Background: an optimization exercise with open tools, aiming at small area, a short achievable clock period and few clock cycles. Do not read the settings as production practice. RTL that was checked went through simulation tests only; none was proved equivalent to the original. Power figures rest on the tool's default switching activity, not on a simulated workload.

==> inputs of run H <==
==> flow/design.v <==
module arsb_top (
  input  logic        clk_i,
  input  logic        rst_ni,
  input  logic        in_valid_i,
  output logic        in_ready_o,
  input  logic [1:0]  in_cmd_i,
  input  logic [31:0] in_address_i,
  input  logic [7:0]  in_data_byte_i,
  input  logic [2:0]  in_entry_index_i,
  input  logic [31:0] in_entry_start_i,
  input  logic [31:0] in_entry_length_i,
  input  logic        in_entry_relative_i,
  output logic        out_valid_o,
  input  logic        out_ready_i,
  output logic [1:0]  out_kind_o,
  output logic [2:0]  out_range_slot_o,
  output logic [31:0] out_segment_address_o,
  output logic [7:0]  out_data_o,
  output logic        out_last_o,
  input  logic        cfg_we_i,
  input  logic        cfg_index_i,
  input  logic [5:0]  cfg_data_i
);
  localparam int QD = 3;                       
  localparam int QW = (QD > 1) ? $clog2(QD) : 1;
  logic        rv, lph;
  logic [1:0]  rcmd;
  logic [31:0] ra;                             
  logic [32:0] rb;                             
  logic [2:0]  ridx;
  logic        rrel;
  logic [31:0] ts [8];
  logic [32:0] te [8];
  logic [7:0]  trel, wr;
  logic [7:0]  cmask;                          
  logic [5:0]  elim;                           
  logic        bad;
  logic        open, chk;
  logic [2:0]  act;
  logic [32:0] nxt;
  logic [5:0]  fill;
  logic [7:0]  mem [32];
  logic [5:0]  wp, rp;
  logic [1:0]  qk [QD];
  logic [2:0]  qs [QD];
  logic [31:0] qa [QD];
  logic [5:0]  ql [QD];
  logic [QW-1:0] qh, qt;
  logic [QW:0] qn;
  logic        ov, olast;
  logic [1:0]  okind;
  logic [2:0]  oslot;
  logic [31:0] oaddr;
  logic [7:0]  odata;
  logic [5:0]  orem;
  logic [7:0] gt, le, cand, first, cin;
  logic       hit;
  logic [2:0] sel;
  logic [32:0] lsum [8];
  always_comb begin
    for (int i = 0; i < 8; i++) begin
      gt[i] = te[i] > {1'b0, ra};
      lsum[i] = {1'b0, ra} + {1'b0, ~ts[i]} + 33'(cin[i]);
      le[i] = lsum[i][32];
    end
    cand = gt & cmask;
    first = cand & (~cand + 8'd1);
    hit = |(first & le);
    sel = '0;
    for (int i = 0; i < 8; i++) if (first[i]) sel = 3'(i);
  end
  logic is_data, is_end, is_load, ddo;
  logic lim_q;
  logic rend, lim, dchk, cend, open1, fnz1, match;
  logic lres, qfull, ffull, r_commit, chk_ok, r_ok, enq_seg, enq_load, app;
  logic [2:0] ip, inx;
  logic pbad, nbad, lbad, lb;
  logic [31:0] segaddr;
  logic [32:0] nadj;
  logic        fix;
  logic [32:0] esum;
  assign is_data = (rcmd == 2'd0);
  assign is_end  = (rcmd == 2'd1);
  assign is_load = (rcmd == 2'd2);
  assign ddo     = is_data & ~bad;
  assign rend  = (nxt == te[act]);
  assign lim   = lim_q;
  assign dchk  = chk & (lim | rend);
  assign cend  = chk & rend;
  assign open1 = open & ~cend;
  assign fnz1  = ~dchk & (fill != 6'd0);
  assign match = open1 & (nxt == {1'b0, ra});
  assign qfull = (qn == (QW+1)'(QD));
  assign ffull = ((wp ^ rp) == 6'b100000);
  assign r_commit = (ddo & ~match & open1 & fnz1) | (is_end & fnz1);
  assign chk_ok   = ~(dchk & qfull);
  assign r_ok     = rv & ~fix & ~qfull & ~(is_data & ffull) & ~(is_load & (~lph | chk));
  assign in_ready_o = ~rv | r_ok;
  assign enq_seg  = (dchk & chk_ok) | (r_ok & r_commit);
  assign enq_load = r_ok & is_load;
  assign lres     = rv & is_load & lph;
  assign app      = r_ok & ddo & (match | hit);
  assign ip  = ridx - 3'd1;
  assign inx = ridx + 3'd1;
  always_comb begin
    cin = 8'hff;
    if (rv && is_load) begin
      if (!lph) cin[ip] = 1'b0;
      else cin[inx] = 1'b0;
    end
  end
  assign pbad = (ridx != 3'd0) & wr[ip] & (gt[ip] | ~le[ip]);
  assign nbad = (ridx != 3'd7) & wr[inx] & (lph ? (rb[32] | le[inx]) : le[inx]);
  assign lbad = lb | nbad;
  assign esum = {1'b0, ra} + {1'b0, rb[31:0]};
  assign nadj = nxt + (fix ? {1'b0, ts[act]} : ~{1'b0, ts[act]}) + {32'd0, ~fix};
  assign segaddr = nxt[31:0] - {26'd0, fill} - (trel[act] ? ts[act] : 32'd0);
  logic adv, more, qe, pop, rd, enq;
  assign qe   = (qn == '0);
  assign adv  = ~ov | out_ready_i;
  assign more = ov & (okind == 2'd0) & (orem != 6'd0);
  assign pop  = adv & ~more & ~qe;
  assign rd   = adv & (more | (pop & (qk[qh] == 2'd0)));
  assign enq  = enq_seg | enq_load;
  assign out_valid_o = ov;
  assign out_kind_o = okind;
  assign out_range_slot_o = oslot;
  assign out_segment_address_o = oaddr;
  assign out_data_o = odata;
  assign out_last_o = olast;
  always_ff @(posedge clk_i or negedge rst_ni) begin
    if (!rst_ni) begin
      rv <= 1'b0;
      lph <= 1'b0;
      cmask <= 8'h01;
      elim <= 6'd32;
      bad <= 1'b0;
      open <= 1'b0;
      chk <= 1'b0;
      fix <= 1'b0;
      fill <= '0;
      wr <= '0;
      wp <= '0;
      rp <= '0;
      qh <= '0;
      qt <= '0;
      qn <= '0;
      ov <= 1'b0;
    end else begin
      if (cfg_we_i) begin
        if (!cfg_index_i) begin
          for (int i = 0; i < 8; i++) cmask[i] <= (4'(i) < cfg_data_i[3:0]);
        end else begin
          if (cfg_data_i == 6'd0) elim <= 6'd1;
          else if (cfg_data_i > 6'd32) elim <= 6'd32;
          else elim <= cfg_data_i;
        end
      end
      if (in_valid_i && in_ready_o) rv <= 1'b1;
      else if (r_ok) rv <= 1'b0;
      fix <= r_ok && is_load && open && ridx == act;
      if (r_ok) lph <= 1'b0;
      else if (rv && is_load) lph <= 1'b1;
      if (chk_ok) begin
        chk <= 1'b0;
        if (dchk) fill <= '0;
        if (cend) open <= 1'b0;
      end
      if (r_ok) begin
        if (ddo) begin
          if (match) begin
            fill <= (dchk ? 6'd0 : fill) + 6'd1;
            chk <= 1'b1;
          end else if (hit) begin
            open <= 1'b1;
            fill <= 6'd1;
            chk <= 1'b1;
          end else begin
            open <= 1'b0;
            fill <= '0;
          end
        end else if (is_end) begin
          open <= 1'b0;
          fill <= '0;
        end else if (is_load) begin
          if (lbad) bad <= 1'b1;
          else wr[ridx] <= 1'b1;
        end
      end
      if (app) wp <= wp + 6'd1;
      if (rd) rp <= rp + 6'd1;
      if (enq) qt <= (qt == QW'(QD - 1)) ? '0 : qt + 1'b1;
      if (pop) qh <= (qh == QW'(QD - 1)) ? '0 : qh + 1'b1;
      qn <= qn + (QW+1)'(enq) - (QW+1)'(pop);
      if (adv) ov <= more | ~qe;
    end
  end
  always_ff @(posedge clk_i) begin
    if (in_valid_i && in_ready_o) begin
      rcmd <= in_cmd_i;
      ra <= (in_cmd_i == 2'd2) ? in_entry_start_i : in_address_i;
      rb <= {1'b0, in_entry_length_i[31:8],
             (in_cmd_i == 2'd2) ? in_entry_length_i[7:0] : in_data_byte_i};
      ridx <= in_entry_index_i;
      rrel <= in_entry_relative_i;
    end else if (rv && is_load && !lph) begin
      ra <= esum[31:0];
      rb <= {esum[32], ra};
      lb <= pbad | nbad;
    end
    if (rv && is_data && !ffull) mem[wp[4:0]] <= rb[7:0];
    if (app) begin
      lim_q <= (match && !dchk) ? ({1'b0, fill} + 7'd1 >= {1'b0, elim}) : (elim == 6'd1);
      nxt <= {1'b0, ra} + 33'd1;
      if (!match) act <= sel;
    end
    if (r_ok && is_load && !lbad) begin
      ts[ridx] <= rb[31:0];
      te[ridx] <= {rb[32], ra};
      trel[ridx] <= rrel;
    end
    if ((r_ok && is_load && open && ridx == act) || fix) nxt <= nadj;
    if (!qfull) begin
      qk[qt] <= lres ? (lbad ? 2'd2 : 2'd1) : 2'd0;
      qs[qt] <= lres ? ridx : act;
      qa[qt] <= lres ? 32'd0 : segaddr;
      ql[qt] <= fill;
    end
    if (adv) begin
      if (more) begin
        odata <= mem[rp[4:0]];
        orem <= orem - 6'd1;
        olast <= (orem == 6'd1);
      end else if (!qe) begin
        okind <= qk[qh];
        oslot <= qs[qh];
        oaddr <= qa[qh];
        if (qk[qh] == 2'd0) begin
          odata <= mem[rp[4:0]];
          orem <= ql[qh] - 6'd1;
          olast <= (ql[qh] == 6'd1);
        end else begin
          odata <= '0;
          orem <= '0;
          olast <= 1'b0;
        end
      end
    end
  end
endmodule
==> flow/run.sh <==
#!/bin/bash
# synth_recipe.tcl (not shown) runs the flow's synth.tcl, then flattens the netlist and writes it again
# the make line also repeats each setting of config.mk as NAME=value (left out here)
make -C /OpenROAD-flow-scripts/flow DESIGN_CONFIG=/design/flow/config.mk WORK_HOME=/design/flow/orfs CLKGATE_MAP_FILE= SYNTH_SCRIPT=/design/flow/synth_recipe.tcl finish
==> flow/config.mk <==
export PLATFORM = sky130hd
export DESIGN_NAME = arsb_top
export DESIGN_NICKNAME = arsb_top
export VERILOG_FILES = /design/flow/design.v
export SDC_FILE = /design/flow/constraint.sdc
export NUM_CORES = 4
export LEC_CHECK = 0
export ABC_AREA = 1
export CAP_MARGIN = 20
export CORE_MARGIN = 2
export CORE_UTILIZATION = 65
export SETUP_SLACK_MARGIN = 5
export SLEW_MARGIN = 20
==> flow/constraint.sdc <==
create_clock -name core_clock -period 10.0 [get_ports {clk_i}]
set_input_delay 2.0000 -clock core_clock [delete_from_list [all_inputs] [get_ports {clk_i}]]
set_output_delay 2.0000 -clock core_clock [all_outputs]
set_load 0.01 [all_outputs]
==> run Z (differences from run H) <==
--- a/flow/design.v
+++ b/flow/design.v
@@ -23,3 +23,3 @@
 );
-  localparam int QD = 3;                       
+  localparam int QD = 2;                       
   localparam int QW = (QD > 1) ? $clog2(QD) : 1;
@@ -72,5 +72,4 @@
   logic is_data, is_end, is_load, ddo;
-  logic lim_q;
   logic rend, lim, dchk, cend, open1, fnz1, match;
-  logic lres, qfull, ffull, r_commit, chk_ok, r_ok, enq_seg, enq_load, app;
+  logic qfull, ffull, r_commit, chk_ok, r_ok, enq_seg, enq_load, app;
   logic [2:0] ip, inx;
@@ -78,4 +77,3 @@
   logic [31:0] segaddr;
-  logic [32:0] nadj;
-  logic        fix;
+  logic [32:0] nfix, dif;
   logic [32:0] esum;
@@ -86,3 +84,3 @@
   assign rend  = (nxt == te[act]);
-  assign lim   = lim_q;
+  assign lim   = (fill >= elim);
   assign dchk  = chk & (lim | rend);
@@ -93,6 +91,7 @@
   assign qfull = (qn == (QW+1)'(QD));
-  assign ffull = ((wp ^ rp) == 6'b100000);
+  assign ffull = ((wp - rp) == 6'd32);
   assign r_commit = (ddo & ~match & open1 & fnz1) | (is_end & fnz1);
   assign chk_ok   = ~(dchk & qfull);
-  assign r_ok     = rv & ~fix & ~qfull & ~(is_data & ffull) & ~(is_load & (~lph | chk));
+  assign r_ok     = rv & chk_ok & ~(r_commit & qfull) & ~(is_data & ffull) &
+                    ~(is_load & (~lph | chk | qfull));
   assign in_ready_o = ~rv | r_ok;
@@ -100,3 +99,2 @@
   assign enq_load = r_ok & is_load;
-  assign lres     = rv & is_load & lph;
   assign app      = r_ok & ddo & (match | hit);
@@ -115,4 +113,5 @@
   assign esum = {1'b0, ra} + {1'b0, rb[31:0]};
-  assign nadj = nxt + (fix ? {1'b0, ts[act]} : ~{1'b0, ts[act]}) + {32'd0, ~fix};
-  assign segaddr = nxt[31:0] - {26'd0, fill} - (trel[act] ? ts[act] : 32'd0);
+  assign dif = nxt - {1'b0, ts[act]};
+  assign segaddr = (trel[act] ? dif[31:0] : nxt[31:0]) - {26'd0, fill};
+  assign nfix = dif + {1'b0, rb[31:0]};
   logic adv, more, qe, pop, rd, enq;
@@ -139,3 +138,2 @@
       chk <= 1'b0;
-      fix <= 1'b0;
       fill <= '0;
@@ -160,3 +158,2 @@
       else if (r_ok) rv <= 1'b0;
-      fix <= r_ok && is_load && open && ridx == act;
       if (r_ok) lph <= 1'b0;
@@ -210,5 +207,4 @@
     end
-    if (rv && is_data && !ffull) mem[wp[4:0]] <= rb[7:0];
     if (app) begin
-      lim_q <= (match && !dchk) ? ({1'b0, fill} + 7'd1 >= {1'b0, elim}) : (elim == 6'd1);
+      mem[wp[4:0]] <= rb[7:0];
       nxt <= {1'b0, ra} + 33'd1;
@@ -220,8 +216,8 @@
       trel[ridx] <= rrel;
-    end
-    if ((r_ok && is_load && open && ridx == act) || fix) nxt <= nadj;
-    if (!qfull) begin
-      qk[qt] <= lres ? (lbad ? 2'd2 : 2'd1) : 2'd0;
-      qs[qt] <= lres ? ridx : act;
-      qa[qt] <= lres ? 32'd0 : segaddr;
+      if (open && ridx == act) nxt <= nfix;
+    end
+    if (enq) begin
+      qk[qt] <= enq_load ? (lbad ? 2'd2 : 2'd1) : 2'd0;
+      qs[qt] <= enq_load ? ridx : act;
+      qa[qt] <= enq_load ? 32'd0 : segaddr;
       ql[qt] <= fill;
Settings changed: ABC_AREA 1 to default, ABC_CLOCK_PERIOD_IN_PS from default to 4000, CORE_UTILIZATION 65 to 40.
==> run B (differences from run H) <==
--- a/flow/design.v
+++ b/flow/design.v
@@ -72,5 +72,4 @@
   logic is_data, is_end, is_load, ddo;
-  logic lim_q;
   logic rend, lim, dchk, cend, open1, fnz1, match;
-  logic lres, qfull, ffull, r_commit, chk_ok, r_ok, enq_seg, enq_load, app;
+  logic qfull, ffull, r_commit, chk_ok, r_ok, enq_seg, enq_load, app;
   logic [2:0] ip, inx;
@@ -86,3 +85,3 @@
   assign rend  = (nxt == te[act]);
-  assign lim   = lim_q;
+  assign lim   = (fill >= elim);
   assign dchk  = chk & (lim | rend);
@@ -93,3 +92,3 @@
   assign qfull = (qn == (QW+1)'(QD));
-  assign ffull = ((wp ^ rp) == 6'b100000);
+  assign ffull = ((wp - rp) == 6'd32);
   assign r_commit = (ddo & ~match & open1 & fnz1) | (is_end & fnz1);
@@ -100,3 +99,2 @@
   assign enq_load = r_ok & is_load;
-  assign lres     = rv & is_load & lph;
   assign app      = r_ok & ddo & (match | hit);
@@ -210,5 +208,4 @@
     end
-    if (rv && is_data && !ffull) mem[wp[4:0]] <= rb[7:0];
     if (app) begin
-      lim_q <= (match && !dchk) ? ({1'b0, fill} + 7'd1 >= {1'b0, elim}) : (elim == 6'd1);
+      mem[wp[4:0]] <= rb[7:0];
       nxt <= {1'b0, ra} + 33'd1;
@@ -222,6 +219,6 @@
     if ((r_ok && is_load && open && ridx == act) || fix) nxt <= nadj;
-    if (!qfull) begin
-      qk[qt] <= lres ? (lbad ? 2'd2 : 2'd1) : 2'd0;
-      qs[qt] <= lres ? ridx : act;
-      qa[qt] <= lres ? 32'd0 : segaddr;
+    if (enq) begin
+      qk[qt] <= enq_load ? (lbad ? 2'd2 : 2'd1) : 2'd0;
+      qs[qt] <= enq_load ? ridx : act;
+      qa[qt] <= enq_load ? 32'd0 : segaddr;
       ql[qt] <= fill;
Settings changed: ABC_AREA 1 to default, CORE_UTILIZATION 65 to 55.
==> run E (differences from run H) <==
Settings changed: CORE_UTILIZATION 65 to 55.
==> notes <==
Between run Z and run E, the lower die area is in run E (gap about 32%, measured against run E). Between run H and run E, the lower total power is in run H (gap 2.2%, measured against run E). Via count: run B is smaller than run H (about 20%). Of run E and run Z, run Z has the higher combinational power (gap 23%, measured against run Z).
Testbench counts of run H, summed over its fixed seeds: cycles 12,289.
Testbench counts of run B, summed over its fixed seeds: cycles 12,289.
Testbench counts of run E, summed over its fixed seeds: cycles 12,289.
Function not checked in run Z: the RTL went through the layout flow alone.

-- re-timing with driven ports --
The results above use ideal ports. As a check the final layouts listed here were re-extracted and re-timed, cells and wires unchanged. Step 1 (the two cells are an assumption about what drives the block):
set clk [get_ports {clk_i}]
set_driving_cell -lib_cell sky130_fd_sc_hd__clkbuf_16 $clk
set_driving_cell -lib_cell sky130_fd_sc_hd__buf_2 [delete_from_list [all_inputs] $clk]
Step 2 moves the port delays by t, midway between the first and last clock arrival at a register: inputs arrive t later, outputs are due t later. That takes back most of the time a late clock gives input paths. a / b / c = ideal / step 1 / step 2; a / b = the first two.
run	t (ns)	slack for setup (ns)	clock arrival spread, ns	worst register clock-pin slew, ns	worst slew at a driven data input, ns
run H	0.815	5.074 / 5.074 / 5.074	0.037 / 0.037	0.07 / 0.07	0.21
run Z	0.849	4.037 / 3.951 / 4.052	0.066 / 0.066	0.07 / 0.07	0.07
run B	0.808	4.889 / 4.889 / 4.447	0.061 / 0.061	0.07 / 0.07	0.06
run E	0.837	5.084 / 5.084 / 5.084	0.046 / 0.046	0.07 / 0.07	0.07
After both steps setup and hold are still met in every run listed. The setup slack of run B, which loses most, moves by 0.000 ns with the drivers and by -0.442 ns with both steps.
